From an optimization exercise on the open Yosys and OpenROAD flow, aimed at small area, a short achievable clock period and few clock cycles per item; shortcuts taken in it are not production practice.
Function was checked by simulation only, so behaviour that the tests miss may differ from the original.

==> flow/design.v <==
`default_nettype none
package wl_pkg;
  localparam logic [1:0] FMT_GRAY  = 2'd0;
  localparam logic [1:0] FMT_RGB16 = 2'd1;
  localparam logic [1:0] FMT_RGB8  = 2'd2;
  localparam logic [1:0] FMT_RGBA8 = 2'd3;
  localparam logic [1:0] REG_FORMAT = 2'd0;
  localparam logic [1:0] REG_LOW    = 2'd1;
  localparam logic [1:0] REG_HIGH   = 2'd2;
  localparam int RW = 32;
endpackage
`default_nettype wire
`default_nettype none
module wl_pg #(
  parameter int W = 33
) (
  input  wire logic [W-1:0] a,
  input  wire logic [W-1:0] b,
  output logic [W-1:0] p,
  output logic [W-1:0] g
);
  assign p = a ^ b;
  assign g = a & b;
endmodule
module wl_pfx #(
  parameter int W = 33
) (
  input  wire logic [W-1:0] p,
  input  wire logic [W-1:0] g,
  input  wire logic cin,
  output logic [W-1:0] c
);
  localparam int L = W > 32 ? 6 : W > 16 ? 5 : W > 8 ? 4 : W > 4 ? 3 : W > 2 ? 2 : 1;
  logic [L:0][W-1:0] gg, pp;
  assign gg[0] = {g[W-1:1], g[0] | (p[0] & cin)};
  assign pp[0] = p;
  for (genvar l = 0; l < L; l++) begin : g_lv
    for (genvar i = 0; i < W; i++) begin : g_bit
      if (((i >> l) & 1) == 1) begin : g_join
        localparam int J = ((i >> l) << l) - 1;
        assign gg[l+1][i] = gg[l][i] | (pp[l][i] & gg[l][J]);
        assign pp[l+1][i] = pp[l][i] & pp[l][J];
      end else begin : g_pass
        assign gg[l+1][i] = gg[l][i];
        assign pp[l+1][i] = pp[l][i];
      end
    end
  end
  assign c = gg[L];
endmodule
module wl_add #(
  parameter int W = 33
) (
  input  wire logic [W-1:0] a,
  input  wire logic [W-1:0] b,
  input  wire logic cin,
  output logic [W-1:0] s
);
  logic [W-1:0] p, g, c;
  wl_pg #(.W(W)) u_pg (.a(a), .b(b), .p(p), .g(g));
  wl_pfx #(.W(W)) u_pfx (.p(p), .g(g), .cin(cin), .c(c));
  assign s = p ^ {c[W-2:0], cin};
endmodule
module wl_msb #(
  parameter int W = 33
) (
  input  wire logic [W-1:0] a,
  input  wire logic [W-1:0] b,
  input  wire logic cin,
  output logic s
);
  logic [W-1:0] p, g, c;
  wl_pg #(.W(W)) u_pg (.a(a), .b(b), .p(p), .g(g));
  wl_pfx #(.W(W)) u_pfx (.p(p), .g(g), .cin(cin), .c(c));
  assign s = p[W-1] ^ c[W-2];
endmodule
module wl_div_stage (
  input  wire logic clk,
  input  wire logic [wl_pkg::RW:0] dn,
  input  wire logic dneg,
  input  wire logic byp,
  input  wire logic [wl_pkg::RW:0] r_in,
  input  wire logic [7:0] xq_in,
  output logic [wl_pkg::RW:0] r_out,
  output logic [7:0] xq_out
);
  localparam int RW = wl_pkg::RW;
  logic sub;
  logic [RW:0] t, s;
  assign sub = !r_in[RW];
  assign t = {r_in[RW-1:0], xq_in[7]};
  wl_add #(.W(RW+1)) u_add (
    .a(t), .b(dn ^ {(RW+1){sub}}), .cin(sub ^ dneg), .s(s)
  );
  always_ff @(posedge clk) begin
    r_out <= s;
    xq_out <= {xq_in[6:0], byp ? xq_in[7] : !r_in[RW]};
  end
endmodule
`default_nettype wire
`default_nettype none
module window_level_to_rgb8 (
  input  wire logic clk,
  input  wire logic rst,
  input  wire logic cfg_we,
  input  wire logic [1:0] cfg_index,
  input  wire logic [31:0] cfg_data,
  input  wire logic pix_in_valid,
  output logic pix_in_ready,
  input  wire logic [32+16*3+8-1:0] pix_in_data,
  output logic pix_out_valid,
  input  wire logic pix_out_ready,
  output logic [31:0] pix_out_data
);
  localparam int RW = wl_pkg::RW;
  localparam int NST = 7;
  logic [1:0] fmt;
  logic signed [31:0] lo, hi;
  always_ff @(posedge clk) begin
    if (rst) begin
      fmt <= wl_pkg::FMT_GRAY;
      lo <= '0;
      hi <= 32'sd255;
    end else if (cfg_we) begin
      case (cfg_index)
        wl_pkg::REG_FORMAT: fmt <= cfg_data[1:0];
        wl_pkg::REG_LOW:    lo <= cfg_data;
        wl_pkg::REG_HIGH:   hi <= cfg_data;
        default: ;
      endcase
    end
  end
  logic is_gray, is_rgb16, is_rgb8;
  assign is_gray  = fmt == wl_pkg::FMT_GRAY;
  assign is_rgb16 = fmt == wl_pkg::FMT_RGB16;
  assign is_rgb8  = fmt[1];
  logic [RW:0] dw, dn;
  logic dneg, dzero;
  logic [RW:0] dhl;
  wl_add #(.W(RW+1)) u_dhl (.a({hi[31], hi}), .b(~{lo[31], lo}), .cin(1'b1), .s(dhl));
  assign dw = is_rgb8 ? '0 : dhl;
  always_ff @(posedge clk) begin
    dn <= dw ^ {(RW+1){dw[RW]}};
    dneg <= dw[RW];
  end
  assign dzero = dn == '0 && !dneg;
  logic [RW:0] ea;
  logic va, bypa, hda;
  logic [NST:0][RW:0] r;
  logic [NST:0][7:0] xq;
  logic [NST:0] vl, zr, st, byp, hd;
  logic rmode, out_free, deliver, recirc;
  assign out_free = !pix_out_valid || pix_out_ready;
  assign deliver = vl[NST] && out_free && (!rmode || hd[NST]);
  assign recirc = vl[NST] && !deliver;
  logic ivld, ilast;
  logic [1:0] iph;
  logic [47:0] ib;
  logic front_free, issue, accept;
  assign front_free = !recirc && !rmode;
  assign issue = ivld && front_free;
  assign pix_in_ready = !ivld || (front_free && ilast);
  assign accept = pix_in_valid && pix_in_ready;
  logic [31:0] gs;
  logic [15:0] ri, gi, bi;
  logic [7:0] ai;
  assign {gs, ri, gi, bi, ai} = pix_in_data;
  always_ff @(posedge clk) begin
    if (rst) begin
      ivld <= 1'b0;
    end else if (pix_in_ready) begin
      ivld <= pix_in_valid;
    end
  end
  always_ff @(posedge clk) begin
    if (pix_in_ready) begin
      iph <= '0;
      ilast <= !is_rgb16;
      if (is_gray) ib <= {16'd0, gs};
      else if (is_rgb16) ib <= {ri, gi, bi};
      else ib <= {16'd0, ri[7:0], gi[7:0], bi[7:0], fmt[0] ? ai : 8'd0};
    end else if (issue) begin
      iph <= iph + 2'd1;
      ilast <= iph == 2'd1;
      ib <= {ib[31:0], 16'd0};
    end
  end
  logic signed [32:0] v;
  logic [RW:0] eb;
  always_comb begin
    if (is_gray) v = {ib[31], ib[31:0]};
    else if (is_rgb16) v = {17'd0, ib[47:32]};
    else v = {1'b0, ib[31:0]};
  end
  wl_add #(.W(RW+1)) u_ea (
    .a(v), .b(is_rgb8 ? '1 : ~{lo[31], lo}), .cin(1'b1), .s(eb)
  );
  logic sl, fs;
  logic [7:0] y;
  logic [31:0] d32;
  assign sl = !r[NST][RW];
  wl_msb #(.W(RW+1)) u_last (
    .a({r[NST][RW-1:0], xq[NST][7]}), .b(dn ^ {(RW+1){sl}}), .cin(sl ^ dneg), .s(fs)
  );
  always_comb begin
    if (byp[NST]) y = {xq[NST][6:0], xq[NST][7]};
    else if (dzero) y = 8'd128;
    else if (zr[NST]) y = 8'd0;
    else if (st[NST]) y = 8'd255;
    else y = {xq[NST][5:0], !r[NST][RW], !fs};
    d32 = {r[NST][30:0], xq[NST][7]};
  end
  always_ff @(posedge clk) begin
    if (recirc) ea <= is_rgb8 ? {1'b0, d32} : {25'd0, y};
    else ea <= eb;
    bypa <= recirc;
    hda <= recirc && (!rmode || hd[NST]);
  end
  logic [RW-1:0] ub;
  logic sb;
  wl_add #(.W(RW)) u_ub (
    .a(ea[RW-1:0]), .b(~{{8{ea[RW]}}, ea[RW-1:8]}),
    .cin(!(dneg || ea[7:0] != 8'd0)), .s(ub)
  );
  wl_msb #(.W(RW+2)) u_sat (
    .a({ea[RW], ea}), .b({1'b0, dn} ^ {(RW+2){!dneg}}), .cin(!dneg), .s(sb)
  );
  always_ff @(posedge clk) begin
    if (is_rgb8 || bypa) begin
      r[0] <= {9'd0, ea[31:8]};
      xq[0] <= ea[7:0];
    end else begin
      r[0] <= {1'b0, ub ^ {RW{dneg}}};
      xq[0] <= dneg ? ea[7:0] : -ea[7:0];
    end
    zr[0] <= ea == '0 || (ea[RW] ^ dneg);
    st[0] <= dneg ? sb : !sb;
    byp[0] <= bypa;
    hd[0] <= hda;
  end
  for (genvar k = 0; k < NST; k++) begin : g_div
    wl_div_stage u_div (
      .clk(clk), .dn(dn), .dneg(dneg), .byp(byp[k]),
      .r_in(r[k]), .xq_in(xq[k]),
      .r_out(r[k+1]), .xq_out(xq[k+1])
    );
    always_ff @(posedge clk) begin
      zr[k+1] <= zr[k];
      st[k+1] <= st[k];
      byp[k+1] <= byp[k];
      hd[k+1] <= hd[k];
    end
  end
  always_ff @(posedge clk) begin
    if (rst) begin
      va <= 1'b0;
      vl <= '0;
      rmode <= 1'b0;
    end else begin
      va <= recirc || issue;
      vl <= {vl[NST-1:0], va};
      rmode <= recirc || (rmode && !(vl[NST] && hd[NST]));
    end
  end
  logic [1:0] och;
  logic olast;
  assign olast = !is_rgb16 || och == 2'd2;
  always_ff @(posedge clk) begin
    if (rst) och <= '0;
    else if (deliver) och <= olast ? 2'd0 : och + 2'd1;
  end
  always_ff @(posedge clk) begin
    if (deliver) begin
      if (is_gray) pix_out_data <= {y, y, y, 8'd0};
      else if (is_rgb16) pix_out_data <= {pix_out_data[23:8], y, 8'd0};
      else pix_out_data <= d32;
    end
  end
  always_ff @(posedge clk) begin
    if (rst) pix_out_valid <= 1'b0;
    else if (deliver) pix_out_valid <= olast;
    else if (pix_out_ready) pix_out_valid <= 1'b0;
  end
endmodule
`default_nettype wire
clock: 5.0 ns
lec_check: 0
cap_margin: 20
core_margin: 2
core_utilization: 65
place_density: 0.75
setup_slack_margin: 1.7
slew_margin: 20
synth_hierarchical: 1
run.sh (not shown) runs the stock make flow with config.mk's settings and CLKGATE_MAP_FILE= SYNTH_SCRIPT=/design/flow/synth_recipe.tcl, a recipe that flattens the netlist after the stock synthesis.
Testbench counts at the start, summed over its fixed seeds: cycles 15,817, items 8,192.
==> next run, changes <==
--- a/flow/config.mk
+++ b/flow/config.mk
@@ -10,5 +10,5 @@
 export CORE_UTILIZATION = 65
 export PLACE_DENSITY = 0.75
-export SETUP_SLACK_MARGIN = 1.7
+export SETUP_SLACK_MARGIN = 2.0
 export SLEW_MARGIN = 20
 export SYNTH_HIERARCHICAL = 1
Result: The changed run completed without violations; clock-buffer cell count climbs by 5; synthesized cell count is unchanged; wire length increases by 3.5%; clock skew is about the same; setup slack is better by 0.16 ns.
==> next run, changes <==
--- a/flow/config.mk
+++ b/flow/config.mk
@@ -8,7 +8,7 @@
 export CAP_MARGIN = 20
 export CORE_MARGIN = 2
-export CORE_UTILIZATION = 65
-export PLACE_DENSITY = 0.75
-export SETUP_SLACK_MARGIN = 2.0
+export CORE_UTILIZATION = 40
+export PLACE_DENSITY = 0.6
+export SETUP_SLACK_MARGIN = 2.5
 export SLEW_MARGIN = 20
 export SYNTH_HIERARCHICAL = 1
Area after synthesis stays the same.
Via count grows by 2.3%.
Critical path depth shrinks by 3.
Routed wire length grows by 6.9%.
Setup slack gains 0.019 ns.
Design area grows by 18%.
Worst hold slack gains 0.011 ns.
Flip-flop and latch count stays the same.
Non-clock buffer count grows by 363.
Synthesized cell count stays the same.
Clock-buffer cell count grows by 15.
==> next run, changes <==
--- a/flow/config.mk
+++ b/flow/config.mk
@@ -10,5 +10,5 @@
 export CORE_UTILIZATION = 40
 export PLACE_DENSITY = 0.6
-export SETUP_SLACK_MARGIN = 2.5
+export SETUP_SLACK_MARGIN = 2.0
 export SLEW_MARGIN = 20
 export SYNTH_HIERARCHICAL = 1
Via count falls by 8.2%.
Utilization falls by 8.3 points.
Synthesized area stays the same.
Non-clock buffer count falls by 398.

-- what the ideal ports hide --
No port has a modelled driver above. Below, the same layouts with a new extraction and two added sets of constraints.
Step 1 sets driving cells, clkbuf_16 on the clock port and buf_2 on the other inputs (assumed; they add their load-dependent delay and slew).
Step 2, shift: input delay + t, output delay - t, t = (earliest + latest rising clock arrival at the registers) / 2. This alone moves slack from input paths to output paths.
a / b / c = ideal / step 1 / step 2; a / b = the first two.
| run | t (ns) | setup WS [ns] | clock arrival spread, ns | worst slew at a driven data input, ns |
|---|---|---|---|---|
| the first run | 0.712 | 1.768 / 1.768 / 1.463 | 0.031 / 0.031 | 0.05 |
| the second run | 0.700 | 1.931 / 1.931 / 1.931 | 0.029 / 0.029 | 0.05 |
| the third run | 0.696 | 1.950 / 1.950 / 1.950 | 0.038 / 0.038 | 0.07 |
| the fourth run | 0.667 | 2.002 / 2.002 / 1.647 | 0.024 / 0.025 | 0.06 |
After both steps every run listed still meets setup and hold. For the fourth run, which loses most, drivers alone change the setup slack by 0.000 ns; drivers and shift together by -0.355 ns.
